What follows belongs to an exercise in optimizing a design on an open flow for small area, a short achievable clock period and few clock cycles; a production flow would make more cautious choices. Only simulation tests tie the RTL to the original design; equivalence was not proved. Power figures rest on the tool's default switching activity, not on a simulated workload.

<file path="flow/config.mk">
export PLATFORM = sky130hd
export DESIGN_NAME = uop_frontend
export DESIGN_NICKNAME = uop_frontend
export VERILOG_FILES = /design/flow/design.v
export SDC_FILE = /design/flow/constraint.sdc
export NUM_CORES = 4
export LEC_CHECK = 0
export ABC_AREA = 1
export CAP_MARGIN = 20
export CORE_MARGIN = 2
export CORE_UTILIZATION = 55
export CTS_BUF_LIST = sky130_fd_sc_hd__clkbuf_4 sky130_fd_sc_hd__clkbuf_8
export SETUP_SLACK_MARGIN = 5
export SLEW_MARGIN = 20
</file>
<file path="flow/constraint.sdc">
create_clock -name core_clock -period 8.5 [get_ports {clk}]
set_input_delay 1.7000 -clock core_clock [delete_from_list [all_inputs] [get_ports {clk}]]
set_output_delay 1.7000 -clock core_clock [all_outputs]
set_load 0.01 [all_outputs]
</file>
<file path="flow/design.v">
package isa_pkg;
    localparam logic [6:0] opc_op     = 7'b0110011;
    localparam logic [6:0] opc_op_imm = 7'b0010011;
    localparam logic [2:0] f3_add_sub = 3'b000;
    localparam logic [2:0] f3_mul     = 3'b000;
    localparam logic [2:0] f3_sll     = 3'b001;
    localparam logic [2:0] f3_xor     = 3'b100;
    localparam logic [2:0] f3_srl_sra = 3'b101;
    localparam logic [2:0] f3_or      = 3'b110;
    localparam logic [2:0] f3_and     = 3'b111;
    localparam logic [6:0] f7_base   = 7'b0000000;
    localparam logic [6:0] f7_alt    = 7'b0100000;
    localparam logic [6:0] f7_muldiv = 7'b0000001;
    typedef struct packed {
        logic [6:0] funct7;
        logic [4:0] rs2;
        logic [4:0] rs1;
        logic [2:0] funct3;
        logic [4:0] rd;
        logic [6:0] opcode;
    } r_fmt_t;
    typedef struct packed {
        logic [11:0] imm12;
        logic [4:0]  rs1;
        logic [2:0]  funct3;
        logic [4:0]  rd;
        logic [6:0]  opcode;
    } i_fmt_t;
    typedef union packed {
        r_fmt_t r_fmt;
        i_fmt_t i_fmt;
    } instr_word_u;
endpackage
package uop_pkg;
    typedef enum logic [3:0] {
        uop_add,
        uop_sub,
        uop_and,
        uop_or,
        uop_xor,
        uop_sll,
        uop_srl,
        uop_beq,
        uop_bne,
        uop_nop
    } uop_op_t;
    typedef enum logic [1:0] {
        opk_reg,
        opk_trap_src1,
        opk_trap_src2,
        opk_trap_dst
    } operand_kind_t;
    typedef logic [4:0] reg_idx_t;
    localparam reg_idx_t reg_x0   = 5'd0;
    localparam reg_idx_t reg_tmp0 = 5'd16;
    localparam reg_idx_t reg_tmp1 = 5'd17;
    localparam reg_idx_t reg_tmp2 = 5'd18;
    localparam reg_idx_t reg_tmp3 = 5'd19;
    localparam reg_idx_t reg_tmp4 = 5'd20;
    localparam int num_arch_regs = 16;
    localparam int num_regs      = 24;
    typedef logic [4:0]        rom_addr_t;
    typedef logic signed [4:0] br_off_t;
    localparam int        ucode_rom_rows = 32;
    localparam rom_addr_t rom_ent_mul    = 5'd0;
endpackage
module uop_frontend #(
    parameter int xlen = 32
) (
    input  logic                 clk,
    input  logic                 reset,
    input  logic                 instr_valid,
    input  isa_pkg::instr_word_u instr,
    output logic                 instr_ready,
    output logic                 wb_valid,
    output uop_pkg::reg_idx_t    wb_reg,
    output logic [xlen-1:0]      wb_data
);
    localparam int MB = 8;              
    localparam int ND = MB / 2;         
    logic [31:0] rf [1:15];
    logic [31:0] opa, opb;              
    logic [31:0] pc;                    
    logic        ex_wr;                 
    logic        ex_mul;                
    logic        ex_cap;                
    logic [4:0]  ex_step;               
    logic [3:0]  ex_mbyte;              
    logic        ex_arith, ex_sub, ex_and, ex_or, ex_xor, ex_sll, ex_srl;
    logic        fwd_a, fwd_b;          
    logic [3:0]  ex_rd;
    logic        ready_q;
    assign instr_ready = ready_q;
    logic [31:0] w;
    assign w = instr;
    logic [6:0] d_opc, d_f7;
    logic [2:0] d_f3;
    logic [4:0] d_rd, d_rs1, d_rs2;
    assign d_opc = w[6:0];
    assign d_rd  = w[11:7];
    assign d_f3  = w[14:12];
    assign d_rs1 = w[19:15];
    assign d_rs2 = w[24:20];
    assign d_f7  = w[31:25];
    logic d_rtype, d_itype;
    logic d_add, d_sub, d_and, d_or, d_xor, d_mul, d_sll, d_srl, d_any, d_wr;
    always_comb begin
        d_rtype = d_opc == 7'b0110011 && !d_rd[4] && !d_rs1[4] && !d_rs2[4];
        d_itype = d_opc == 7'b0010011 && !d_rd[4] && !d_rs1[4];
        d_add = (d_rtype && d_f7 == 7'b0000000 && d_f3 == 3'b000) || (d_itype && d_f3 == 3'b000);
        d_sub = d_rtype && d_f7 == 7'b0100000 && d_f3 == 3'b000;
        d_and = d_rtype && d_f7 == 7'b0000000 && d_f3 == 3'b111;
        d_or  = d_rtype && d_f7 == 7'b0000000 && d_f3 == 3'b110;
        d_xor = d_rtype && d_f7 == 7'b0000000 && d_f3 == 3'b100;
        d_mul = d_rtype && d_f7 == 7'b0000001 && d_f3 == 3'b000;
        d_sll = d_itype && d_f7 == 7'b0000000 && d_f3 == 3'b001;
        d_srl = d_itype && d_f7 == 7'b0000000 && d_f3 == 3'b101;
        d_any = d_add | d_sub | d_and | d_or | d_xor | d_mul | d_sll | d_srl;
        d_wr  = d_any && d_rd[3:0] != 4'd0;
    end
    logic acc;
    assign acc = instr_valid & ready_q;
    logic byp_a, byp_b;    
    logic nfw_a, nfw_b;    
    assign byp_a = wb_valid && wb_reg[3:0] == d_rs1[3:0];
    assign byp_b = wb_valid && wb_reg[3:0] == d_rs2[3:0];
    logic [15:1] wen;
    always_comb for (int i = 1; i < 16; i++) wen[i] = wb_valid && wb_reg[3:0] == 4'(i);
    logic [31:0] rd1, rd2;
    always_comb begin
        rd1 = {32{byp_a}} & wb_data;
        rd2 = {32{byp_b}} & wb_data;
        for (int i = 1; i < 16; i++) begin
            rd1 = rd1 | ({32{d_rs1[3:0] == 4'(i) && !wen[i]}} & rf[i]);
            rd2 = rd2 | ({32{d_rs2[3:0] == 4'(i) && !wen[i]}} & rf[i]);
        end
    end
    assign nfw_a = ex_wr && ex_rd == d_rs1[3:0] && d_rs1[3:0] != 4'd0;
    assign nfw_b = ex_wr && ex_rd == d_rs2[3:0] && d_rs2[3:0] != 4'd0 && !d_itype;
    logic [31:0] a, b, bx, sum, lres, shl, shr, sres;
    logic        fin;                  
    assign a  = fwd_a ? wb_data : opa;
    assign b  = ({32{fwd_b}} & wb_data) | ({32{fin}} & pc) | ({32{~fwd_b & ~fin}} & opb);
    logic [32:0] sum33;
    assign bx = b ^ {32{ex_sub}};
    assign sum33 = {a, 1'b1} + {bx, ex_sub};
    assign sum = sum33[32:1];
    assign lres = ({32{ex_and}} & (a & b)) | ({32{ex_or}} & (a | b)) | ({32{ex_xor}} & (a ^ b));
    assign shl = a << opb[4:0];
    assign shr = a >> opb[4:0];
    assign sres = ({32{ex_sll}} & shl) | ({32{ex_srl}} & shr);
    logic                negc;       
    logic [MB:0]         bsrc;       
    logic [ND-1:0]       bneg, bone, btwo;    
    logic [ND-1:0][31:0] bm;
    logic [31:0]         mask;       
    logic [5:0][31:0]    rows;
    logic                first;
    assign first = ex_step[0];
    always_comb begin
        for (int i = 0; i < 32; i++) mask[i] = ex_mbyte[i / MB];
        for (int j = 0; j < ND; j++) begin
            bm[j]   = (({32{bone[j]}} & opa) | ({32{btwo[j]}} & {opa[30:0], 1'b0})) ^ ({32{bneg[j]}} & mask);
            rows[j] = bm[j] << (2 * j);
        end
        for (int s = 0; s < 5; s++) begin
            for (int j = 0; j < ND - 1; j++) begin
                if (MB * s + 2 * j < 32)
                    rows[j+1][MB*s+2*j] = rows[j+1][MB*s+2*j] | (bneg[j] & ex_step[s]);
            end
            if (s > 0 && MB * s - 2 < 32)
                rows[0][MB*s-2] = rows[0][MB*s-2] | (negc & ex_step[s]);
        end
        rows[ND]   = first ? 32'd0 : wb_data;
        rows[ND+1] = first ? 32'd0 : pc;
    end
    logic [31:0] ms, mc;
    csa_tree6 t (.r(rows), .s(ms), .c(mc));
    logic last_step, mdone;
    assign mdone = (opb[31:MB-1] == '0 || opb[31:MB-1] == '1) && !bneg[ND-1];
    assign last_step = ex_mul && !ex_cap && mdone;
    logic [31:0] opb_ld;
    assign opb_ld = d_itype ? {{20{w[31]}}, w[31:20]} : rd2;
    always_comb begin
        if (ready_q)     bsrc = {opb_ld[MB-1:0], 1'b0};
        else if (ex_cap) bsrc = {fwd_b ? wb_data[MB-1:0] : opb[MB-1:0], 1'b0};
        else             bsrc = opb[2*MB-1:MB-1];
    end
    always_ff @(posedge clk) begin
        for (int j = 0; j < ND; j++) begin
            bneg[j] <= bsrc[2*j+2] & ~(bsrc[2*j+1] & bsrc[2*j]);
            bone[j] <= bsrc[2*j+1] ^ bsrc[2*j];
            btwo[j] <= (bsrc[2*j+2] & ~bsrc[2*j+1] & ~bsrc[2*j]) | (~bsrc[2*j+2] & bsrc[2*j+1] & bsrc[2*j]);
        end
    end
    always_ff @(posedge clk) begin
        if (ready_q) begin
            opa <= rd1;
            opb <= opb_ld;
        end else if (ex_mul) begin
            if (ex_cap) begin
                if (fwd_a) opa <= wb_data;
                if (fwd_b) opb <= wb_data;
            end else begin
                opa <= opa << MB;
                opb <= {{MB{opb[31]}}, opb[31:MB]};
            end
        end
    end
    always_ff @(posedge clk) begin
        pc    <= mc;
        negc  <= bneg[ND-1];
    end
    always_ff @(posedge clk) begin
        if (reset) begin
            ex_wr   <= 1'b0;
            ex_mul  <= 1'b0;
            ex_cap  <= 1'b0;
            ready_q <= 1'b1;
        end else if (acc) begin
            ex_wr   <= d_wr;
            ex_mul  <= d_wr & d_mul;
            ex_cap  <= d_wr & d_mul & (nfw_a | nfw_b);
            ready_q <= !(d_wr & d_mul);
        end else if (ex_mul) begin
            ex_cap <= 1'b0;
            if (last_step) begin
                ex_mul  <= 1'b0;
                ready_q <= 1'b1;
            end
        end else begin
            ex_wr <= 1'b0;
        end
    end
    always_ff @(posedge clk) begin
        fin      <= ~ready_q & last_step;
        ex_arith <= ready_q ? (d_add | d_sub) : last_step;
        ex_sub   <= ready_q & d_sub;
        ex_and   <= ready_q & d_and;
        ex_or    <= ready_q & d_or;
        ex_xor   <= ready_q & d_xor;
        ex_sll   <= ready_q & d_sll;
        ex_srl   <= ready_q & d_srl;
        fwd_a    <= ready_q ? nfw_a : 1'b1;
        fwd_b    <= ready_q & nfw_b;
    end
    always_ff @(posedge clk) begin
        if (ready_q) begin
            ex_rd    <= d_rd[3:0];
            ex_step  <= 5'b00001;
            ex_mbyte <= 4'b1111;
        end else if (ex_mul && !ex_cap) begin
            ex_step  <= {ex_step[3:0], 1'b0};
            ex_mbyte <= {ex_mbyte[2:0], 1'b0};
        end
    end
    always_ff @(posedge clk) begin
        if (reset) begin
            wb_valid <= 1'b0;
        end else begin
            wb_valid <= ex_wr & ~ex_mul;
        end
    end
    always_ff @(posedge clk) begin
        wb_reg  <= {1'b0, ex_rd};
        wb_data <= ({32{ex_mul & ~ex_cap}} & ms) | ({32{ex_arith}} & sum) | lres | sres;
    end
    always_ff @(posedge clk) begin
        for (int i = 1; i < 16; i++) begin
            if (wen[i]) rf[i] <= wb_data;
        end
    end
endmodule
module csa_row (
    input  logic [31:0] x,
    input  logic [31:0] y,
    input  logic [31:0] z,
    output logic [31:0] s,
    output logic [31:0] c
);
    logic [31:0] m;
    assign s = x ^ y ^ z;
    assign m = (x & y) | (x & z) | (y & z);
    assign c = {m[30:0], 1'b0};
endmodule
module csa_tree6 (
    input  logic [5:0][31:0] r,
    output logic [31:0] s,
    output logic [31:0] c
);
    logic [31:0] s0, c0, s1, c1, s2, c2;
    csa_row l1a (.x(r[4]), .y(r[5]), .z(r[0]), .s(s0), .c(c0));
    csa_row l1b (.x(r[1]), .y(r[2]), .z(r[3]), .s(s1), .c(c1));
    csa_row l2  (.x(s0), .y(c0), .z(s1), .s(s2), .c(c2));
    csa_row l3  (.x(s2), .y(c2), .z(c1), .s(s), .c(c));
endmodule
</file>
<file path="flow/run.sh">
#!/bin/bash
# synth_recipe.tcl (not shown) runs the flow's synth.tcl, then flattens the netlist and writes it again
# the make line also repeats each setting of config.mk as NAME=value (left out here)
make -C /OpenROAD-flow-scripts/flow DESIGN_CONFIG=/design/flow/config.mk WORK_HOME=/design/flow/orfs CLKGATE_MAP_FILE= SYNTH_SCRIPT=/design/flow/synth_recipe.tcl finish
</file>
==> report_table.html, run 1 <==
<table>
<tr><th>Metric</th><th>Value</th></tr>
<tr><th colspan="2">Logic synthesis</th></tr>
<tr><td>Count of state elements after synthesis</td><td>650</td></tr>
<tr><td>Post-Synthesis Cells</td><td>5200</td></tr>
<tr><td>Number of synthesized flops with an enable pin</td><td>548</td></tr>
<tr><td>Post-synth ARST share</td><td>0</td></tr>
<tr><td>Count of yosys warnings during synthesis</td><td>2</td></tr>
<tr><td>Most used flip-flop cell after synthesis</td><td>sky130_fd_sc_hd__edfxtp_1</td></tr>
<tr><td>Cell area after technology mapping</td><td>42250 sq um</td></tr>
<tr><td>Sequential cell area fraction in the yosys report</td><td>0.4378</td></tr>
<tr><td>Avg Synthesized Cell Area</td><td>8.125 sq um</td></tr>
<tr><td>Distinct cell type count of the synthesized netlist</td><td>48</td></tr>
<tr><td>Synthesized net count</td><td>5452</td></tr>
<tr><th colspan="2">Timing</th></tr>
<tr><td>Unrepaired setup endpoints after global routing</td><td>yes</td></tr>
<tr><td>Post-Route Skew</td><td>0.06034 ns</td></tr>
<tr><td>Number of failing hold endpoints at the final stage</td><td>0</td></tr>
<tr><td>Clock period minus worst slack</td><td>3.715 ns</td></tr>
<tr><td>Worst hold-check slack</td><td>0.3998 ns</td></tr>
<tr><td>Final Slew Violations</td><td>0</td></tr>
<tr><td>Worst rel slew slack</td><td>0.2161</td></tr>
<tr><td>Slew @ Worst Pin</td><td>1.168 ns</td></tr>
<tr><td>Count of final setup violators</td><td>0</td></tr>
<tr><td>Max Fclk</td><td>0.2692 GHz</td></tr>
<tr><td>Setup TNS after final layout</td><td>0 ns</td></tr>
<tr><td>Final period utilization</td><td>0.4370</td></tr>
<tr><th colspan="2">Run</th></tr>
<tr><td>Count of maximum capacitance violations</td><td>0</td></tr>
<tr><th colspan="2">Worst setup path</th></tr>
<tr><td>Peak fanout along the critical path</td><td>5</td></tr>
<tr><td>Data required time at the worst endpoint</td><td>9.14 ns</td></tr>
<tr><td>Buffers and inverters on the worst path</td><td>2</td></tr>
<tr><td>Cell breakdown of the critical path</td><td>clkinvlp_4, o22ai_1, xor2_1, fa_1, inv_1, fa_1, fa_1, a221oi_2, nand2_1, a21oi_1, nand3_1</td></tr>
<tr><td>Element type at the critical path start</td><td>register</td></tr>
<tr><td>Longest individual stage delay on the worst path</td><td>0.60 ns</td></tr>
<tr><td>Path depth of the worst reg2reg path</td><td>11</td></tr>
<tr><td>Worst Path Arrival</td><td>4.35 ns</td></tr>
<tr><td>Worst setup path class</td><td>register to register</td></tr>
<tr><td>Most Frequent Cell on Critical Path</td><td>sky130_fd_sc_hd__fa_1</td></tr>
<tr><td>Kind of end point of the critical path</td><td>register</td></tr>
<tr><td>RR Startpoint</td><td>opa[18]</td></tr>
<tr><td>Slowest cell on the critical path</td><td>sky130_fd_sc_hd__edfxtp_1</td></tr>
<tr><td>Flop-to-flop setup slack</td><td>4.79 ns</td></tr>
<tr><td>Endpoint of the worst-slack reg-to-reg timing path</td><td>wb_data[21]</td></tr>
<tr><td>Top delay family on crit path</td><td>adder cells</td></tr>
<tr><th colspan="2">Floorplanning</th></tr>
<tr><td>Number of I/O pins</td><td>74</td></tr>
<tr><td>Area of the placeable core</td><td>75950 sq um</td></tr>
<tr><td>DIE WIDTH</td><td>281.2 microns</td></tr>
<tr><td>Cell Rows</td><td>101</td></tr>
<tr><td>Die area</td><td>79050 sq um</td></tr>
<tr><td>Starting density of the core</td><td>0.5563</td></tr>
<tr><td>Die height</td><td>281.2 microns</td></tr>
<tr><th colspan="2">Detailed routing</th></tr>
<tr><td>Length of routed met2 wiring</td><td>75380 microns</td></tr>
<tr><td>Vias per std cell</td><td>6.681</td></tr>
<tr><td>Metal-1 WL</td><td>71670 microns</td></tr>
<tr><td>Wire per inst</td><td>30.88 microns</td></tr>
<tr><td>Drt initial violations</td><td>8243</td></tr>
<tr><td>Drt pass-1 iters</td><td>9</td></tr>
<tr><td>Detailed-route via count</td><td>43.43k</td></tr>
<tr><td>Met3 Wirelength</td><td>37420 microns</td></tr>
<tr><td>Highest metal used</td><td>met5</td></tr>
<tr><td>DRC viols</td><td>0</td></tr>
<tr><td>Drt total wl</td><td>200700 microns</td></tr>
<tr><td>Post-detailed-route count of antenna-violating nets</td><td>0</td></tr>
<tr><th colspan="2">Clock tree</th></tr>
<tr><td>Skew-Pair Late Insertion Delay</td><td>0.80 ns</td></tr>
<tr><td>Num CTS Buffers</td><td>110</td></tr>
<tr><td>Root cell of the clock tree</td><td>sky130_fd_sc_hd__clkbuf_8</td></tr>
<tr><td>Clock tree from TritonCTS</td><td>yes</td></tr>
<tr><td>Clock net sink count</td><td>650</td></tr>
<tr><td>Clock slew at reported path FFs</td><td>0.07 ns</td></tr>
<tr><td>Clock Tree Buf Depth</td><td>3</td></tr>
<tr><td>Number of buffers inserted for hold repair after clock tree synthesis</td><td>0</td></tr>
<tr><td>Deepest level of the CTS H-tree</td><td>3</td></tr>
<tr><th colspan="2">GRT</th></tr>
<tr><td>Initial antenna violation count</td><td>12</td></tr>
<tr><td>Grt ovf</td><td>0</td></tr>
<tr><td>First-pass GRT wire length</td><td>279900 microns</td></tr>
<tr><td>Via count of the first global-routing pass</td><td>39.84k</td></tr>
<tr><td>Overall Global Routing Usage</td><td>0.5007</td></tr>
<tr><td>Largest net degree at the start of global routing</td><td>69</td></tr>
<tr><th colspan="2">Placed design</th></tr>
<tr><td>Gp weighted congestion</td><td>1.044</td></tr>
<tr><td>Cell total after placement</td><td>6206</td></tr>
<tr><td>Number of port buffers</td><td>72</td></tr>
<tr><td>Half-perimeter wire length after placement</td><td>132500 microns</td></tr>
<tr><th colspan="2">Pwr</th></tr>
<tr><td>Power Density</td><td>169.3 nW/um^2</td></tr>
<tr><td>Maximum vdd ir drop</td><td>0.0002079 V</td></tr>
<tr><td>Static Leak</td><td>21.34 nW</td></tr>
<tr><th colspan="2">Finish</th></tr>
<tr><td>Max FFs per register</td><td>480</td></tr>
<tr><td>Ratio of cells with drive above 1 in the final layout</td><td>0.1244</td></tr>
<tr><td>Register name with the most flops</td><td>rf</td></tr>
<tr><td>Layout Area Growth over Synthesis</td><td>16.44%</td></tr>
<tr><td>Non-filler instance count after layout</td><td>6500</td></tr>
<tr><td>Final net count</td><td>5626</td></tr>
<tr><th colspan="2">Worst hold path</th></tr>
<tr><td>WHS Path Cells</td><td>0</td></tr>
<tr><td>Class of the most critical hold timing path</td><td>register to register</td></tr>
<tr><td>Hold worst-path end</td><td>wb_reg[3]</td></tr>
<tr><td>Hold path startpoint</td><td>ex_rd[3]</td></tr>
<tr><th colspan="2">Run status</th></tr>
<tr><td>Run status</td><td>no timing/DRC/antenna violations</td></tr>
</table>
==> through the flow <==
| step | power, mW | utilization | setup slack [ns] | cell area (sq um) |
|---|---|---|---|---|
| global route | 8.536 | 0.6474 | 4.740 | 49170 |
| finish | 8.331 | 0.6477 | 4.785 | 49190 |
| floorplan | 4.567 | - | 5.238 | 42250 |
| CTS | 8.168 | 0.6408 | 4.886 | 48670 |
| global placement | 5.084 | 0.5851 | 3.011 | 44440 |
| detailed placement | 5.087 | 0.5854 | 2.935 | 44460 |
==> cells in the final DEF (no fill, tap or decap), types with 30 or more instances in the layout <==
master                               n
sky130_fd_sc_hd__a21oi_1           119
sky130_fd_sc_hd__a22oi_1            30
sky130_fd_sc_hd__buf_4             131
sky130_fd_sc_hd__clkbuf_4           35
sky130_fd_sc_hd__clkbuf_8          113
sky130_fd_sc_hd__clkdlybuf4s50_1    37
sky130_fd_sc_hd__clkinv_1           31
sky130_fd_sc_hd__dfxtp_1            72
sky130_fd_sc_hd__edfxtp_1          548
sky130_fd_sc_hd__fa_1              107
sky130_fd_sc_hd__ha_1              106
sky130_fd_sc_hd__inv_1             610
sky130_fd_sc_hd__nand2_1          1175
sky130_fd_sc_hd__nand2_2            36
sky130_fd_sc_hd__nand3_1           506
sky130_fd_sc_hd__nand4_1            43
sky130_fd_sc_hd__nor2_1            433
sky130_fd_sc_hd__o211ai_1           61
sky130_fd_sc_hd__o21ai_0           242
sky130_fd_sc_hd__o21ai_1            58
sky130_fd_sc_hd__o22ai_1           277
sky130_fd_sc_hd__xor2_1            138
==> worst max-delay path by stage <==
stage | start | end | cells past startpoint
6_report | opa[18] | wb_data[21] | 11
2_1_floorplan | bone[0] | wb_data[21] | 12
4_1_cts | bone[0] | wb_data[21] | 13
3_5_place_dp | instr[20] | bone[3] | 13
3_3_place_gp | instr[20] | bone[3] | 13
5_1_grt | bone[0] | wb_data[23] | 13
==> area by class of cell <==
cell class	count	area, sq um
inverters	694	2768
diodes	10	25.02
clock buffers	146	1790
well taps	1030	1289
flip-flops and latches	650	18600
fillers	6527	26760
repair inverters	1	7.507
clock inverters	52	510.5
repair buffers	288	3103
multi-input cells	3629	21110
==> cell usage after synthesis (2+ instances only) <==
| cell | count | area (sq um) |
|---|---|---|
| sky130_fd_sc_hd__nand3_2 | 2 | 20.02 |
| sky130_fd_sc_hd__nand2_2 | 13 | 81.33 |
| sky130_fd_sc_hd__xnor2_1 | 4 | 35.03 |
| sky130_fd_sc_hd__fa_1 | 110 | 2202 |
| sky130_fd_sc_hd__dfxtp_1 | 102 | 2042 |
| sky130_fd_sc_hd__o211ai_1 | 61 | 457.9 |
| sky130_fd_sc_hd__a22o_1 | 11 | 96.34 |
| sky130_fd_sc_hd__o221ai_1 | 24 | 210.2 |
| sky130_fd_sc_hd__edfxtp_1 | 548 | 16460 |
| sky130_fd_sc_hd__o21ai_0 | 250 | 1251 |
| sky130_fd_sc_hd__a22oi_1 | 30 | 225.2 |
| sky130_fd_sc_hd__nand3b_1 | 9 | 67.56 |
| sky130_fd_sc_hd__nand4_1 | 43 | 269.0 |
| sky130_fd_sc_hd__a211oi_1 | 24 | 180.2 |
| sky130_fd_sc_hd__nand2_1 | 1210 | 4542 |
| sky130_fd_sc_hd__o21bai_1 | 10 | 75.07 |
| sky130_fd_sc_hd__ha_1 | 107 | 1339 |
| sky130_fd_sc_hd__a31oi_1 | 3 | 18.77 |
| sky130_fd_sc_hd__a21oi_1 | 139 | 695.7 |
| sky130_fd_sc_hd__buf_1 | 33 | 123.9 |
| sky130_fd_sc_hd__a221oi_1 | 23 | 201.4 |
| sky130_fd_sc_hd__nor4_1 | 15 | 93.84 |
| sky130_fd_sc_hd__inv_2 | 28 | 105.1 |
| sky130_fd_sc_hd__nor2_1 | 469 | 1760 |
| sky130_fd_sc_hd__clkbuf_1 | 137 | 514.2 |
| sky130_fd_sc_hd__clkinv_1 | 37 | 138.9 |
| sky130_fd_sc_hd__o21a_1 | 5 | 37.54 |
| sky130_fd_sc_hd__nor2_2 | 3 | 18.77 |
| sky130_fd_sc_hd__buf_2 | 54 | 270.3 |
| sky130_fd_sc_hd__a21boi_0 | 10 | 75.07 |
| sky130_fd_sc_hd__or2_2 | 7 | 43.79 |
| sky130_fd_sc_hd__nand3_1 | 513 | 2567 |
| sky130_fd_sc_hd__o2111ai_1 | 8 | 70.07 |
| sky130_fd_sc_hd__nor2_4 | 3 | 33.78 |
| sky130_fd_sc_hd__o22ai_1 | 287 | 1795 |
| sky130_fd_sc_hd__a21o_1 | 6 | 45.04 |
| sky130_fd_sc_hd__inv_1 | 629 | 2361 |
| sky130_fd_sc_hd__nor3_1 | 26 | 130.1 |
| sky130_fd_sc_hd__xor2_1 | 142 | 1244 |
| sky130_fd_sc_hd__buf_4 | 3 | 22.52 |
| sky130_fd_sc_hd__o21ai_1 | 55 | 275.3 |
==> layer usage <==
| layer | up-vias | track usage |
|---|---|---|
| li1 | 18032 | - |
| met5 | - | 0.009381 |
| met2 | 4314 | 0.6609 |
| met3 | 939 | 0.2335 |
| met4 | 10 | 0.3062 |
| met1 | 20132 | 0.6588 |
==> kinds of logic (layout without fill, tap and decap cells) <==
| kind of cell | after synthesis | in the layout | share of synthesized area |
|---|---|---|---|
| compound gates | 949 | 949 | 0.1359 |
| simple gates | 2315 | 2315 | 0.2282 |
| other cells | 1 | 11 | 0.00008876 |
| mux | 1 | 1 | 0.0002369 |
| fa+ha+maj | 217 | 217 | 0.08381 |
| flops | 650 | 650 | 0.4378 |
| xor+xnor | 146 | 146 | 0.03027 |
| buf+inv | 921 | 1181 | 0.08369 |
==> report_power, final <==
group	total, mW	internal, mW	switching [mW]
combinational	1.64	0.534	1.11
sequential	3.63	3.52	0.110
clock	3.06	1.61	1.45
total	8.33	5.66	2.67
==> repair_timing <==
action / CTS / global route
setup buffers: 63 / 14
pin swaps: 36 / 24
cloned: 5 / 4
gates resized for setup: 377 / 106
endpoints found under the setup margin: 146 / 104
Testbench counts, summed over its fixed seeds: cycles 15,585.
==> run 2: changes to the inputs <==
--- a/flow/design.v
+++ b/flow/design.v
@@ -80,7 +80,7 @@
     localparam int ND = MB / 2;         
     logic [31:0] rf [1:15];
     logic [31:0] opa, opb;              
-    logic [31:0] pc;                    
+    logic [31:0] ps, pc;                
     logic        ex_wr;                 
     logic        ex_mul;                
     logic        ex_cap;                
@@ -120,35 +120,36 @@
     end
     logic acc;
     assign acc = instr_valid & ready_q;
+    logic [31:0] rd1, rd2;
+    always_comb begin
+        rd1 = '0;
+        rd2 = '0;
+        for (int i = 1; i < 16; i++) begin
+            rd1 = rd1 | ({32{d_rs1[3:0] == 4'(i)}} & rf[i]);
+            rd2 = rd2 | ({32{d_rs2[3:0] == 4'(i)}} & rf[i]);
+        end
+    end
     logic byp_a, byp_b;    
     logic nfw_a, nfw_b;    
     assign byp_a = wb_valid && wb_reg[3:0] == d_rs1[3:0];
     assign byp_b = wb_valid && wb_reg[3:0] == d_rs2[3:0];
-    logic [15:1] wen;
-    always_comb for (int i = 1; i < 16; i++) wen[i] = wb_valid && wb_reg[3:0] == 4'(i);
-    logic [31:0] rd1, rd2;
-    always_comb begin
-        rd1 = {32{byp_a}} & wb_data;
-        rd2 = {32{byp_b}} & wb_data;
-        for (int i = 1; i < 16; i++) begin
-            rd1 = rd1 | ({32{d_rs1[3:0] == 4'(i) && !wen[i]}} & rf[i]);
-            rd2 = rd2 | ({32{d_rs2[3:0] == 4'(i) && !wen[i]}} & rf[i]);
-        end
-    end
     assign nfw_a = ex_wr && ex_rd == d_rs1[3:0] && d_rs1[3:0] != 4'd0;
     assign nfw_b = ex_wr && ex_rd == d_rs2[3:0] && d_rs2[3:0] != 4'd0 && !d_itype;
-    logic [31:0] a, b, bx, sum, lres, shl, shr, sres;
+    logic [31:0] a, b, bx, sum, lres, shin, shr, shrev, sres;
     logic        fin;                  
-    assign a  = fwd_a ? wb_data : opa;
+    assign a  = ({32{fwd_a}} & wb_data) | ({32{fin}} & ps) | ({32{~fwd_a & ~fin}} & opa);
     assign b  = ({32{fwd_b}} & wb_data) | ({32{fin}} & pc) | ({32{~fwd_b & ~fin}} & opb);
     logic [32:0] sum33;
     assign bx = b ^ {32{ex_sub}};
     assign sum33 = {a, 1'b1} + {bx, ex_sub};
     assign sum = sum33[32:1];
     assign lres = ({32{ex_and}} & (a & b)) | ({32{ex_or}} & (a | b)) | ({32{ex_xor}} & (a ^ b));
-    assign shl = a << opb[4:0];
-    assign shr = a >> opb[4:0];
-    assign sres = ({32{ex_sll}} & shl) | ({32{ex_srl}} & shr);
+    always_comb begin
+        for (int i = 0; i < 32; i++) shin[i] = ex_sll ? a[31-i] : a[i];
+        shr = shin >> opb[4:0];
+        for (int i = 0; i < 32; i++) shrev[i] = shr[31-i];
+    end
+    assign sres = ({32{ex_sll}} & shrev) | ({32{ex_srl}} & shr);
     logic                negc;       
     logic [MB:0]         bsrc;       
     logic [ND-1:0]       bneg, bone, btwo;    
@@ -171,7 +172,7 @@
             if (s > 0 && MB * s - 2 < 32)
                 rows[0][MB*s-2] = rows[0][MB*s-2] | (negc & ex_step[s]);
         end
-        rows[ND]   = first ? 32'd0 : wb_data;
+        rows[ND]   = first ? 32'd0 : ps;
         rows[ND+1] = first ? 32'd0 : pc;
     end
     logic [31:0] ms, mc;
@@ -180,9 +181,9 @@
     assign mdone = (opb[31:MB-1] == '0 || opb[31:MB-1] == '1) && !bneg[ND-1];
     assign last_step = ex_mul && !ex_cap && mdone;
     logic [31:0] opb_ld;
-    assign opb_ld = d_itype ? {{20{w[31]}}, w[31:20]} : rd2;
-    always_comb begin
-        if (ready_q)     bsrc = {opb_ld[MB-1:0], 1'b0};
+    assign opb_ld = d_itype ? {{20{w[31]}}, w[31:20]} : (byp_b ? wb_data : rd2);
+    always_comb begin
+        if (ready_q)     bsrc = {byp_b ? wb_data[MB-1:0] : rd2[MB-1:0], 1'b0};    
         else if (ex_cap) bsrc = {fwd_b ? wb_data[MB-1:0] : opb[MB-1:0], 1'b0};
         else             bsrc = opb[2*MB-1:MB-1];
     end
@@ -195,7 +196,7 @@
     end
     always_ff @(posedge clk) begin
         if (ready_q) begin
-            opa <= rd1;
+            opa <= byp_a ? wb_data : rd1;
             opb <= opb_ld;
         end else if (ex_mul) begin
             if (ex_cap) begin
@@ -208,6 +209,7 @@
         end
     end
     always_ff @(posedge clk) begin
+        ps    <= ms;
         pc    <= mc;
         negc  <= bneg[ND-1];
     end
@@ -241,7 +243,7 @@
         ex_xor   <= ready_q & d_xor;
         ex_sll   <= ready_q & d_sll;
         ex_srl   <= ready_q & d_srl;
-        fwd_a    <= ready_q ? nfw_a : 1'b1;
+        fwd_a    <= ready_q & nfw_a;
         fwd_b    <= ready_q & nfw_b;
     end
     always_ff @(posedge clk) begin
@@ -263,11 +265,11 @@
     end
     always_ff @(posedge clk) begin
         wb_reg  <= {1'b0, ex_rd};
-        wb_data <= ({32{ex_mul & ~ex_cap}} & ms) | ({32{ex_arith}} & sum) | lres | sres;
+        wb_data <= ({32{ex_arith}} & sum) | lres | sres;
     end
     always_ff @(posedge clk) begin
         for (int i = 1; i < 16; i++) begin
-            if (wen[i]) rf[i] <= wb_data;
+            if (wb_valid && wb_reg[3:0] == 4'(i)) rf[i] <= wb_data;
         end
     end
 endmodule
==> flow/config.mk (replaced) <==
export PLATFORM = sky130hd
export DESIGN_NAME = uop_frontend
export DESIGN_NICKNAME = uop_frontend
export VERILOG_FILES = /design/flow/design.v
export SDC_FILE = /design/flow/constraint.sdc
export NUM_CORES = 4
export LEC_CHECK = 0
export CAP_MARGIN = 20
export CORE_MARGIN = 2
export CORE_UTILIZATION = 40
export SETUP_SLACK_MARGIN = 5
export SLEW_MARGIN = 20
==> report_table.html, run 2 <==
<table>
<tr><th>Metric</th><th>Value</th></tr>
<tr><th colspan="2">Run status</th></tr>
<tr><td>Run status</td><td>no timing/DRC/antenna violations</td></tr>
<tr><th colspan="2">Floorplanning</th></tr>
<tr><td>Area of the placeable core</td><td>100300 sq um (+32%)</td></tr>
<tr><td>Number of I/O pins</td><td>74 (unchanged)</td></tr>
<tr><td>Die height</td><td>322.5 microns (+15%)</td></tr>
<tr><td>Die area</td><td>104000 sq um (+32%)</td></tr>
<tr><td>Starting density of the core</td><td>0.4046 (-0.1516)</td></tr>
<tr><td>DIE WIDTH</td><td>322.5 microns (+15%)</td></tr>
<tr><td>Cell Rows</td><td>116 (+15%)</td></tr>
<tr><th colspan="2">Finish</th></tr>
<tr><td>Most frequent cells in the layout</td><td>sky130_fd_sc_hd__edfxtp_1, sky130_fd_sc_hd__a22oi_1, sky130_fd_sc_hd__inv_1, sky130_fd_sc_hd__nand2_1, sky130_fd_sc_hd__buf_4</td></tr>
<tr><td>Register name with the most flops</td><td>rf</td></tr>
<tr><td>Final net count</td><td>4053 (-28%)</td></tr>
<tr><td>Layout Area Growth over Synthesis</td><td>22.33%</td></tr>
<tr><td>Max FFs per register</td><td>480 (unchanged)</td></tr>
<tr><td>Most frequent standard cell in the layout excluding fill and tap cells</td><td>sky130_fd_sc_hd__edfxtp_1</td></tr>
<tr><td>Ratio of cells with drive above 1 in the final layout</td><td>0.1992 (+0.07481)</td></tr>
<tr><th colspan="2">Pwr</th></tr>
<tr><td>Power Density</td><td>159.1 nW/um^2 (-6.1%)</td></tr>
<tr><td>Static Leak</td><td>17.56 nW (-18%)</td></tr>
<tr><td>Maximum vdd ir drop</td><td>0.0001567 V (-25%)</td></tr>
<tr><th colspan="2">Worst setup path</th></tr>
<tr><td>Longest individual stage delay on the worst path</td><td>0.91 ns (+0.31 ns)</td></tr>
<tr><td>Flop-to-flop setup slack</td><td>4.76 ns (-0.03 ns)</td></tr>
<tr><td>Data required time at the worst endpoint</td><td>8.98 ns (-0.16 ns)</td></tr>
<tr><td>RR Startpoint</td><td>opa[5]</td></tr>
<tr><td>Cell breakdown of the critical path</td><td>a21o_2, ha_4, a21o_1, a221o_1, a221oi_4, buf_12, buf_6, buf_6, nor2b_2, a21oi_2, xnor2_1, a21oi_1, o211ai_1</td></tr>
<tr><td>Buffers and inverters on the worst path</td><td>3 (+1)</td></tr>
<tr><td>Worst setup startpoint</td><td>opa[5]</td></tr>
<tr><td>Kind of end point of the critical path</td><td>register</td></tr>
<tr><td>Worst setup path class</td><td>register to register</td></tr>
<tr><td>Top delay family on crit path</td><td>compound AO/OA/AOI/OAI gates</td></tr>
<tr><td>Worst Path Arrival</td><td>4.22 ns (-0.13 ns)</td></tr>
<tr><td>Element type at the critical path start</td><td>register</td></tr>
<tr><td>Most Frequent Cell on Critical Path</td><td>sky130_fd_sc_hd__buf_6</td></tr>
<tr><td>Slowest cell on the critical path</td><td>sky130_fd_sc_hd__edfxtp_1</td></tr>
<tr><td>Peak fanout along the critical path</td><td>11 (+6)</td></tr>
<tr><th colspan="2">Worst hold path</th></tr>
<tr><td>Hold path startpoint</td><td>ex_rd[1]</td></tr>
<tr><td>Class of the most critical hold timing path</td><td>register to register</td></tr>
<tr><th colspan="2">Timing</th></tr>
<tr><td>Number of failing hold endpoints at the final stage</td><td>0 (unchanged)</td></tr>
<tr><td>Count of final setup violators</td><td>0 (unchanged)</td></tr>
<tr><td>Clock period minus worst slack</td><td>3.741 ns (+0.02615 ns)</td></tr>
<tr><td>Final period utilization</td><td>0.4401 (+0.003076)</td></tr>
<tr><td>Post-Route Skew</td><td>0.03066 ns (-0.02967 ns)</td></tr>
<tr><td>Unrepaired setup endpoints after global routing</td><td>yes</td></tr>
<tr><td>Worst hold-check slack</td><td>0.4699 ns (+0.07006 ns)</td></tr>
<tr><td>Worst rel slew slack</td><td>0.2811 (+0.06501)</td></tr>
<tr><td>Setup TNS after final layout</td><td>0 ns (unchanged)</td></tr>
<tr><td>Slew @ Worst Pin</td><td>1.067 ns (-0.1009 ns)</td></tr>
<tr><td>Max Fclk</td><td>0.2673 GHz (-0.70%)</td></tr>
<tr><td>Final Slew Violations</td><td>0 (unchanged)</td></tr>
<tr><td>Final setup margin</td><td>4.759 ns (-0.02615 ns)</td></tr>
<tr><th colspan="2">Clock tree</th></tr>
<tr><td>Skew-Pair Late Insertion Delay</td><td>0.66 ns (-0.14 ns)</td></tr>
<tr><td>Deepest level of the CTS H-tree</td><td>3 (unchanged)</td></tr>
<tr><td>Clock tree from TritonCTS</td><td>yes</td></tr>
<tr><td>Clock net sink count</td><td>682 (+4.9%)</td></tr>
<tr><td>Root cell of the clock tree</td><td>sky130_fd_sc_hd__clkbuf_16</td></tr>
<tr><td>Num CTS Buffers</td><td>77 (-30%)</td></tr>
<tr><td>Clock Tree Buf Depth</td><td>3 (unchanged)</td></tr>
<tr><td>Clock slew at reported path FFs</td><td>0.06 ns (about the same)</td></tr>
<tr><th colspan="2">Logic synthesis</th></tr>
<tr><td>Main combinational cell family by area after synthesis</td><td>compound AO/OA/AOI/OAI gates</td></tr>
<tr><td>Area share of xor/xnor cells in the synthesized design</td><td>0.04209 (+0.01182)</td></tr>
<tr><td>Count of state elements after synthesis</td><td>682 (+4.9%)</td></tr>
<tr><td>Count of yosys warnings during synthesis</td><td>2 (unchanged)</td></tr>
<tr><td>Largest area contributor in the synthesized netlist</td><td>sky130_fd_sc_hd__edfxtp_1</td></tr>
<tr><td>Sequential cell area fraction in the yosys report</td><td>0.4716 (+0.03377)</td></tr>
<tr><td>Cell area after technology mapping</td><td>40580 sq um (-3.9%)</td></tr>
<tr><td>Area share of the leading cell type in the synthesized netlist</td><td>0.4055 (+0.01600)</td></tr>
<tr><td>List of most frequent post-synthesis cells</td><td>sky130_fd_sc_hd__edfxtp_1, sky130_fd_sc_hd__a22oi_1, sky130_fd_sc_hd__clkbuf_1</td></tr>
<tr><td>Most used flip-flop cell after synthesis</td><td>sky130_fd_sc_hd__edfxtp_1</td></tr>
<tr><td>Post-Synthesis Cells</td><td>3630 (-30%)</td></tr>
<tr><td>Multiplexer share of the synthesized area</td><td>0.04733 (+0.04709)</td></tr>
<tr><td>Number of synthesized flops with an enable pin</td><td>548 (unchanged)</td></tr>
<tr><td>Distinct cell type count of the synthesized netlist</td><td>85 (+77%)</td></tr>
<tr><td>Fraction of the mapped netlist area in simple logic gates</td><td>0.09327 (-0.1349)</td></tr>
<tr><td>Post-synthesis adder-cell area fraction</td><td>0.08664 (+0.002825)</td></tr>
<tr><td>Avg Synthesized Cell Area</td><td>11.18 sq um (+38%)</td></tr>
<tr><td>Post-synth ARST share</td><td>0 (unchanged)</td></tr>
<tr><td>Post-synthesis compound-gate area fraction</td><td>0.2062 (+0.07033)</td></tr>
<tr><td>Cell with the most instances after synthesis</td><td>sky130_fd_sc_hd__edfxtp_1</td></tr>
<tr><td>Cell types with the largest area share after synthesis</td><td>sky130_fd_sc_hd__edfxtp_1, sky130_fd_sc_hd__a22oi_1, sky130_fd_sc_hd__dfxtp_1, sky130_fd_sc_hd__fa_1, sky130_fd_sc_hd__ha_1</td></tr>
<tr><td>Synthesized net count</td><td>3880 (-29%)</td></tr>
<tr><th colspan="2">GRT</th></tr>
<tr><td>Grt ovf</td><td>0 (unchanged)</td></tr>
<tr><td>Largest net degree at the start of global routing</td><td>83 (+20%)</td></tr>
<tr><td>Overall Global Routing Usage</td><td>0.3315 (-0.1691)</td></tr>
<tr><td>First-pass GRT wire length</td><td>248900 microns (-11%)</td></tr>
<tr><td>Initial antenna violation count</td><td>6 (-6)</td></tr>
<tr><td>Via count of the first global-routing pass</td><td>34.10k (-14%)</td></tr>
<tr><th colspan="2">Detailed routing</th></tr>
<tr><td>Post-detailed-route count of antenna-violating nets</td><td>0 (unchanged)</td></tr>
<tr><td>Wire per inst</td><td>33.85 microns (+9.6%)</td></tr>
<tr><td>Drt initial violations</td><td>7662 (-7.0%)</td></tr>
<tr><td>Drt total wl</td><td>177000 microns (-12%)</td></tr>
<tr><td>DRC viols</td><td>0 (unchanged)</td></tr>
<tr><td>Drt pass-1 iters</td><td>10 (+1)</td></tr>
<tr><td>Vias per std cell</td><td>6.892 (+3.2%)</td></tr>
<tr><td>Detailed-route via count</td><td>36.03k (-17%)</td></tr>
<tr><th colspan="2">Placed design</th></tr>
<tr><td>Gp weighted congestion</td><td>0.9782 (-6.3%)</td></tr>
<tr><td>Worst slack at placement</td><td>2.916 ns (-0.01882 ns)</td></tr>
<tr><td>Number of port buffers</td><td>72 (unchanged)</td></tr>
<tr><td>Half-perimeter wire length after placement</td><td>102200 microns (-23%)</td></tr>
<tr><th colspan="2">Run</th></tr>
<tr><td>Count of maximum capacitance violations</td><td>0 (unchanged)</td></tr>
</table>
==> run 2: cell type report <==
type                            instances  area (sq um)
Antenna cell                            4         10.01
Clock buffer                           96          2051
Clock inverter                         46         550.5
Fill cell                            8723         50650
Inverter                              217         819.5
Multi-Input combinational cell       2442         20880
Sequential cell                       682         19200
Tap cell                             1357          1698
Timing Repair Buffer                  383          4427
==> run 2: through the flow <==
| stage | util | power [mW] | std cells | cell area (sq um) |
|---|---|---|---|---|
| 3_3_place_gp | 0.4287 | 4.367 | 4881 | 42990 |
| 5_1_grt | 0.4949 | 8.063 | 5223 | 49630 |
| 3_5_place_dp | 0.4287 | 4.370 | 4881 | 42990 |
| 2_1_floorplan | - | 4.154 | 3630 | 40920 |
| 6_report | 0.4950 | 7.898 | 5227 | 49640 |
| 4_1_cts | 0.4853 | 7.856 | 5176 | 48670 |
==> run 2: path summary, 6_finish.rpt <==
kind                      end  depth (start not counted)
hold reg to reg     wb_reg[1]                          0
hold / removal      wb_reg[1]                          0
setup / recovery  wb_data[14]                         13
setup reg to reg  wb_data[14]                         13
==> run 2: logic make-up after synthesis <==
kind of cell / after synthesis
compound gates: 1157
xor+xnor: 195
fa+ha+maj: 215
buf+inv: 510
flops: 682
mux: 118
other cells: 1
simple gates: 752
==> run 2: layer usage <==
layer / up-vias / global-route usage / share of wire
met2: 3512 / 0.4665 / 0.41
met5: - / 0 / 0
met4: 0 / 0.1914 / 0.068
met3: 717 / 0.1068 / 0.16
li1: 14288 / - / -
met1: 17509 / 0.4466 / 0.37
==> run 2: timing repair <==
item / in CTS / in global routing
hold buffers: 0 / 0
endpoints found under the setup margin: 148 / 115
setup buffers: 134 / 42
cloned: 19 / 5
gates resized for setup: 376 / 126
pin swaps: 79 / 70
==> run 2: power breakdown <==
group          total [mW]  switching (mW)  internal, mW
clock                3.49            1.48          2.01
combinational       0.572           0.308         0.264
sequential           3.84           0.132          3.70
total                7.90            1.92          5.98
Testbench counts of run 2, summed over its fixed seeds: cycles 15,585.
==> run 3: changes to the inputs <==
--- a/flow/design.v
+++ b/flow/design.v
@@ -136,9 +136,8 @@
     assign nfw_a = ex_wr && ex_rd == d_rs1[3:0] && d_rs1[3:0] != 4'd0;
     assign nfw_b = ex_wr && ex_rd == d_rs2[3:0] && d_rs2[3:0] != 4'd0 && !d_itype;
     logic [31:0] a, b, bx, sum, lres, shin, shr, shrev, sres;
-    logic        fin;                  
-    assign a  = ({32{fwd_a}} & wb_data) | ({32{fin}} & ps) | ({32{~fwd_a & ~fin}} & opa);
-    assign b  = ({32{fwd_b}} & wb_data) | ({32{fin}} & pc) | ({32{~fwd_b & ~fin}} & opb);
+    assign a  = fwd_a ? wb_data : opa;
+    assign b  = fwd_b ? wb_data : opb;
     logic [32:0] sum33;
     assign bx = b ^ {32{ex_sub}};
     assign sum33 = {a, 1'b1} + {bx, ex_sub};
@@ -203,8 +202,8 @@
                 if (fwd_a) opa <= wb_data;
                 if (fwd_b) opb <= wb_data;
             end else begin
-                opa <= opa << MB;
-                opb <= {{MB{opb[31]}}, opb[31:MB]};
+                opa <= mdone ? ms : opa << MB;
+                opb <= mdone ? mc : {{MB{opb[31]}}, opb[31:MB]};
             end
         end
     end
@@ -235,7 +234,6 @@
         end
     end
     always_ff @(posedge clk) begin
-        fin      <= ~ready_q & last_step;
         ex_arith <= ready_q ? (d_add | d_sub) : last_step;
         ex_sub   <= ready_q & d_sub;
         ex_and   <= ready_q & d_and;
==> report_table.html, run 3 <==
<table>
<tr><th>Metric</th><th>Value</th></tr>
<tr><th colspan="2">Pwr</th></tr>
<tr><td>Static Leak</td><td>17.87 nW (+1.8%)</td></tr>
<tr><td>Total Power Consumption</td><td>8.359 mW (+5.8%)</td></tr>
<tr><td>Maximum vdd ir drop</td><td>0.0001829 V (+17%)</td></tr>
<tr><td>Power Density</td><td>165.6 nW/um^2 (+4.1%)</td></tr>
<tr><th colspan="2">Finish</th></tr>
<tr><td>Register name with the most flops</td><td>rf</td></tr>
<tr><td>Most frequent cells in the layout</td><td>sky130_fd_sc_hd__edfxtp_1, sky130_fd_sc_hd__a22oi_1, sky130_fd_sc_hd__inv_1, sky130_fd_sc_hd__nand2_1, sky130_fd_sc_hd__buf_4</td></tr>
<tr><td>Most frequent standard cell in the layout excluding fill and tap cells</td><td>sky130_fd_sc_hd__edfxtp_1</td></tr>
<tr><td>Layout Area Growth over Synthesis</td><td>22.59%</td></tr>
<tr><td>Filler Cells Inserted</td><td>8998 (+3.2%)</td></tr>
<tr><td>Final net count</td><td>4071 (+0.44%)</td></tr>
<tr><td>Multi-input logic area</td><td>22070 sq um (+5.7%)</td></tr>
<tr><td>Finished layout cell area</td><td>50470 sq um (+1.7%)</td></tr>
<tr><td>Max FFs per register</td><td>480 (unchanged)</td></tr>
<tr><td>Ratio of cells with drive above 1 in the final layout</td><td>0.2184 (+0.01918)</td></tr>
<tr><td>Seq. cell area</td><td>19200 sq um (unchanged)</td></tr>
<tr><th colspan="2">Timing</th></tr>
<tr><td>Worst hold-check slack</td><td>0.4378 ns (-0.03210 ns)</td></tr>
<tr><td>Unrepaired setup endpoints after global routing</td><td>yes</td></tr>
<tr><td>Final setup margin</td><td>4.800 ns (+0.04117 ns)</td></tr>
<tr><td>Slew @ Worst Pin</td><td>1.128 ns (+0.06135 ns)</td></tr>
<tr><td>Clock period minus worst slack</td><td>3.700 ns (-0.04117 ns)</td></tr>
<tr><td>Max Fclk</td><td>0.2703 GHz (+1.1%)</td></tr>
<tr><td>Count of final setup violators</td><td>0 (unchanged)</td></tr>
<tr><td>Setup TNS after final layout</td><td>0 ns (unchanged)</td></tr>
<tr><td>Worst rel slew slack</td><td>0.2477 (-0.03338)</td></tr>
<tr><td>Post-Route Skew</td><td>0.04496 ns (+0.01430 ns)</td></tr>
<tr><td>Final period utilization</td><td>0.4353 (-0.004844)</td></tr>
<tr><td>Final Slew Violations</td><td>0 (unchanged)</td></tr>
<tr><td>Number of failing hold endpoints at the final stage</td><td>0 (unchanged)</td></tr>
<tr><th colspan="2">Detailed routing</th></tr>
<tr><td>Drt pass-1 iters</td><td>12 (+2)</td></tr>
<tr><td>Wire per inst</td><td>34.50 microns (+1.9%)</td></tr>
<tr><td>DRC viols</td><td>0 (unchanged)</td></tr>
<tr><td>Detailed-route via count</td><td>35.88k (-0.42%)</td></tr>
<tr><td>Drt total wl</td><td>181100 microns (+2.4%)</td></tr>
<tr><td>Drt initial violations</td><td>6577 (-14%)</td></tr>
<tr><td>Post-detailed-route count of antenna-violating nets</td><td>0 (unchanged)</td></tr>
<tr><td>Vias per std cell</td><td>6.834 (-0.85%)</td></tr>
<tr><th colspan="2">Logic synthesis</th></tr>
<tr><td>Distinct cell type count of the synthesized netlist</td><td>74 (-13%)</td></tr>
<tr><td>Post-synthesis adder-cell area fraction</td><td>0.08571 (-0.0009284)</td></tr>
<tr><td>Cell area after technology mapping</td><td>41170 sq um (+1.4%)</td></tr>
<tr><td>Number of synthesized flops with an enable pin</td><td>548 (unchanged)</td></tr>
<tr><td>Area share of xor/xnor cells in the synthesized design</td><td>0.04170 (-0.0003859)</td></tr>
<tr><td>Post-synthesis compound-gate area fraction</td><td>0.1848 (-0.02141)</td></tr>
<tr><td>Avg Synthesized Cell Area</td><td>11.14 sq um (-0.37%)</td></tr>
<tr><td>Count of yosys warnings during synthesis</td><td>2 (unchanged)</td></tr>
<tr><td>Area share of the leading cell type in the synthesized netlist</td><td>0.3997 (-0.005768)</td></tr>
<tr><td>Post-Synthesis Cells</td><td>3696 (+1.8%)</td></tr>
<tr><td>Post-synth ARST share</td><td>0 (unchanged)</td></tr>
<tr><td>Main combinational cell family by area after synthesis</td><td>compound AO/OA/AOI/OAI gates</td></tr>
<tr><td>Largest area contributor in the synthesized netlist</td><td>sky130_fd_sc_hd__edfxtp_1</td></tr>
<tr><td>Cell types with the largest area share after synthesis</td><td>sky130_fd_sc_hd__edfxtp_1, sky130_fd_sc_hd__a22oi_1, sky130_fd_sc_hd__dfxtp_1, sky130_fd_sc_hd__fa_1, sky130_fd_sc_hd__mux2i_1</td></tr>
<tr><td>Most used flip-flop cell after synthesis</td><td>sky130_fd_sc_hd__edfxtp_1</td></tr>
<tr><td>Count of state elements after synthesis</td><td>681 (-0.15%)</td></tr>
<tr><td>Synthesized net count</td><td>3947 (+1.7%)</td></tr>
<tr><td>Multiplexer share of the synthesized area</td><td>0.08337 (+0.03604)</td></tr>
<tr><td>Sequential cell area fraction in the yosys report</td><td>0.4644 (-0.007194)</td></tr>
<tr><td>List of most frequent post-synthesis cells</td><td>sky130_fd_sc_hd__edfxtp_1, sky130_fd_sc_hd__a22oi_1, sky130_fd_sc_hd__clkbuf_1</td></tr>
<tr><td>Fraction of the mapped netlist area in simple logic gates</td><td>0.09173 (-0.001539)</td></tr>
<tr><td>Cell with the most instances after synthesis</td><td>sky130_fd_sc_hd__edfxtp_1</td></tr>
<tr><th colspan="2">Floorplanning</th></tr>
<tr><td>Cell Rows</td><td>117 (+0.86%)</td></tr>
<tr><td>DIE WIDTH</td><td>324.8 microns (+0.71%)</td></tr>
<tr><td>Number of I/O pins</td><td>74 (unchanged)</td></tr>
<tr><td>Die height</td><td>324.8 microns (+0.71%)</td></tr>
<tr><td>Starting density of the core</td><td>0.4040 (-0.0005933)</td></tr>
<tr><td>Area of the placeable core</td><td>101900 sq um (+1.6%)</td></tr>
<tr><td>Die area</td><td>105500 sq um (+1.4%)</td></tr>
<tr><th colspan="2">Clock tree</th></tr>
<tr><td>Clock tree from TritonCTS</td><td>yes</td></tr>
<tr><td>Clock net sink count</td><td>681 (-0.15%)</td></tr>
<tr><td>Num CTS Buffers</td><td>76 (-1.3%)</td></tr>
<tr><td>Skew-Pair Late Insertion Delay</td><td>0.67 ns (about the same)</td></tr>
<tr><td>Clock Tree Buf Depth</td><td>3 (unchanged)</td></tr>
<tr><td>Deepest level of the CTS H-tree</td><td>3 (unchanged)</td></tr>
<tr><td>Number of buffers inserted for hold repair after clock tree synthesis</td><td>0 (unchanged)</td></tr>
<tr><td>Clock slew at reported path FFs</td><td>0.06 ns (about the same)</td></tr>
<tr><td>Root cell of the clock tree</td><td>sky130_fd_sc_hd__clkbuf_16</td></tr>
<tr><th colspan="2">GRT</th></tr>
<tr><td>First-pass GRT wire length</td><td>250400 microns (+0.63%)</td></tr>
<tr><td>Overall Global Routing Usage</td><td>0.3274 (-0.004138)</td></tr>
<tr><td>Grt ovf</td><td>0 (unchanged)</td></tr>
<tr><td>Initial antenna violation count</td><td>10 (+4)</td></tr>
<tr><td>Via count of the first global-routing pass</td><td>33.52k (-1.7%)</td></tr>
<tr><td>Largest net degree at the start of global routing</td><td>73 (-12%)</td></tr>
<tr><th colspan="2">Worst setup path</th></tr>
<tr><td>Kind of end point of the critical path</td><td>register</td></tr>
<tr><td>Data required time at the worst endpoint</td><td>8.86 ns (-0.12 ns)</td></tr>
<tr><td>Path depth of the worst reg2reg path</td><td>11 (-2)</td></tr>
<tr><td>Flop-to-flop setup slack</td><td>4.80 ns (+0.04 ns)</td></tr>
<tr><td>RR Startpoint</td><td>opa[6]</td></tr>
<tr><td>End of the critical path</td><td>opa[11]</td></tr>
<tr><td>Peak fanout along the critical path</td><td>4 (-7)</td></tr>
<tr><td>Endpoint of the worst-slack reg-to-reg timing path</td><td>opa[11]</td></tr>
<tr><td>Element type at the critical path start</td><td>register</td></tr>
<tr><td>Worst Path Arrival</td><td>4.06 ns (-0.16 ns)</td></tr>
<tr><td>Worst setup startpoint</td><td>opa[6]</td></tr>
<tr><td>Worst setup path class</td><td>register to register</td></tr>
<tr><th colspan="2">Placed design</th></tr>
<tr><td>Half-perimeter wire length after placement</td><td>108700 microns (+6.3%)</td></tr>
<tr><td>Number of port buffers</td><td>72 (unchanged)</td></tr>
<tr><td>Cell area after placement</td><td>43850 sq um (+2.0%)</td></tr>
<tr><td>Worst slack at placement</td><td>3.348 ns (+0.4316 ns)</td></tr>
<tr><td>Gp weighted congestion</td><td>0.9736 (-0.47%)</td></tr>
<tr><th colspan="2">Run</th></tr>
<tr><td>Count of maximum capacitance violations</td><td>0 (unchanged)</td></tr>
<tr><th colspan="2">Worst hold path</th></tr>
<tr><td>Class of the most critical hold timing path</td><td>register to register</td></tr>
<tr><th colspan="2">Run status</th></tr>
<tr><td>Run status</td><td>no timing/DRC/antenna violations</td></tr>
</table>
==> run 3: cell types whose count changed after synthesis, sizes merged, moves of 14 or more <==
cell,previous run,this run
a22oi,429,392
a22o,97,49
a211oi,24,7
a21o,52,19
mux2,11,79
mux2i,49,152
and3,12,27
nor3,21,52
a21oi,178,159
o21a,4,21
nand2,201,178
mux4,58,44
o21ai,128,144
a221oi,53,67
==> run 3: how the worst min path moves through the flow <==
stage | start | to | slack, ns | cells after the start
after floorplan | bneg[3] | negc | 0.33 | 0
after global placement | ex_rd[2] | wb_reg[2] | 0.45 | 0
after detailed placement | ex_rd[0] | wb_reg[0] | 0.44 | 0
after CTS | ex_rd[2] | wb_reg[2] | 0.44 | 0
after global routing | ex_rd[2] | wb_reg[2] | 0.46 | 0
final | ex_rd[2] | wb_reg[2] | 0.44 | 0
==> run 3: power by group <==
part           switching [mW]  internal (mW)
clock network            1.49           2.02
logic                   0.615          0.461
registers              0.0715           3.70
==> run 3: routing by layer <==
metal / GRT usage / up-vias / routed length, microns
li1: - / 14436 / -
met1: 0.4474 / 17606 / 67650
met2: 0.4687 / 3181 / 74460
met3: 0.09276 / 645 / 26870
met4: 0.1758 / 8 / 12080
met5: 0 / - / 52
==> run 3: area by class of cell <==
type | count | share of cell area
Inverter | 216 | 0.01609
Tap cell | 1368 | 0.03392
Clock buffer | 86 | 0.03964
Multi-Input combinational cell | 2502 | 0.4373
Sequential cell | 681 | 0.3805
Antenna cell | 3 | 0.0001488
Clock inverter | 51 | 0.01227
Timing Repair Buffer | 343 | 0.08013
==> run 3: timing repair <==
item | in CTS | in global routing
buffers inserted | 90 | 43
gates resized for setup | 399 | 203
cloned | 9 | 8
pin swaps | 55 | 88
endpoints found under the setup margin | 148 | 96
==> run 3: cell families (layout without fill, tap and decap cells) <==
group                    after synthesis  in the layout
AO/OA/AOI/OAI                       1062           1062
XOR/XNOR                             196            196
other                                  1              4
flip-flops                           681            681
adder cells (fa/ha/maj)              216            216
multiplexers                         275            275
AND/OR/NAND/NOR                      750            752
buffers and inverters                515            696
==> run 3: through the flow <==
| step | instances | utilization |
|---|---|---|
| 4_1_cts | 5196 | 0.4820 |
| 3_5_place_dp | 4960 | 0.4303 |
| 6_report | 5250 | 0.4953 |
| 2_1_floorplan | 3696 | - |
| 3_3_place_gp | 4959 | 0.4303 |
| 5_1_grt | 5248 | 0.4953 |
==> run 3: critical path, stage by stage (launching register included) <==
cell and delay (ns):
sky130_fd_sc_hd__edfxtp_1 0.53, sky130_fd_sc_hd__buf_6 0.20, sky130_fd_sc_hd__a22oi_1 0.17, sky130_fd_sc_hd__xnor2_1 0.18, sky130_fd_sc_hd__fa_1 0.48, sky130_fd_sc_hd__fa_1 0.55
sky130_fd_sc_hd__inv_1 0.05, sky130_fd_sc_hd__fa_2 0.48, sky130_fd_sc_hd__mux2i_4 0.31, sky130_fd_sc_hd__nor2_1 0.09, sky130_fd_sc_hd__a21oi_2 0.24, sky130_fd_sc_hd__o21ai_0 0.12
Testbench counts of run 3, summed over its fixed seeds: cycles 15,585.

[static timing again, ports no longer ideal]
The results above use ideal ports. As a check the final layouts listed here were re-extracted and re-timed, cells and wires unchanged.
Step 1 sets driving cells, clkbuf_16 on the clock port and buf_2 on the other inputs (assumed; they add their load-dependent delay and slew).
Step 2 also shifts input and output timing later by t, the mid clock arrival at the registers, as if the neighbouring blocks saw the same clock.
Three values: no drivers, after step 1, after step 2; two values: the first two.
run | shift t [ns] | setup slack, ns | worst register clock-pin slew, ns | worst slew at a driven data input, ns | cell pins on the clock port's net
run 1 | 0.836 | 4.785 / 4.785 / 4.242 | 0.08 / 0.08 | 0.05 | 1
run 2 | 0.712 | 4.759 / 4.759 / 4.331 | 0.07 / 0.07 | 0.12 | 1
run 3 | 0.715 | 4.800 / 4.800 / 4.226 | 0.07 / 0.07 | 0.14 | 1
After both steps setup and hold are still met in every run listed. For run 3, which loses most, drivers alone change the setup slack by 0.000 ns; drivers and shift together by -0.574 ns.
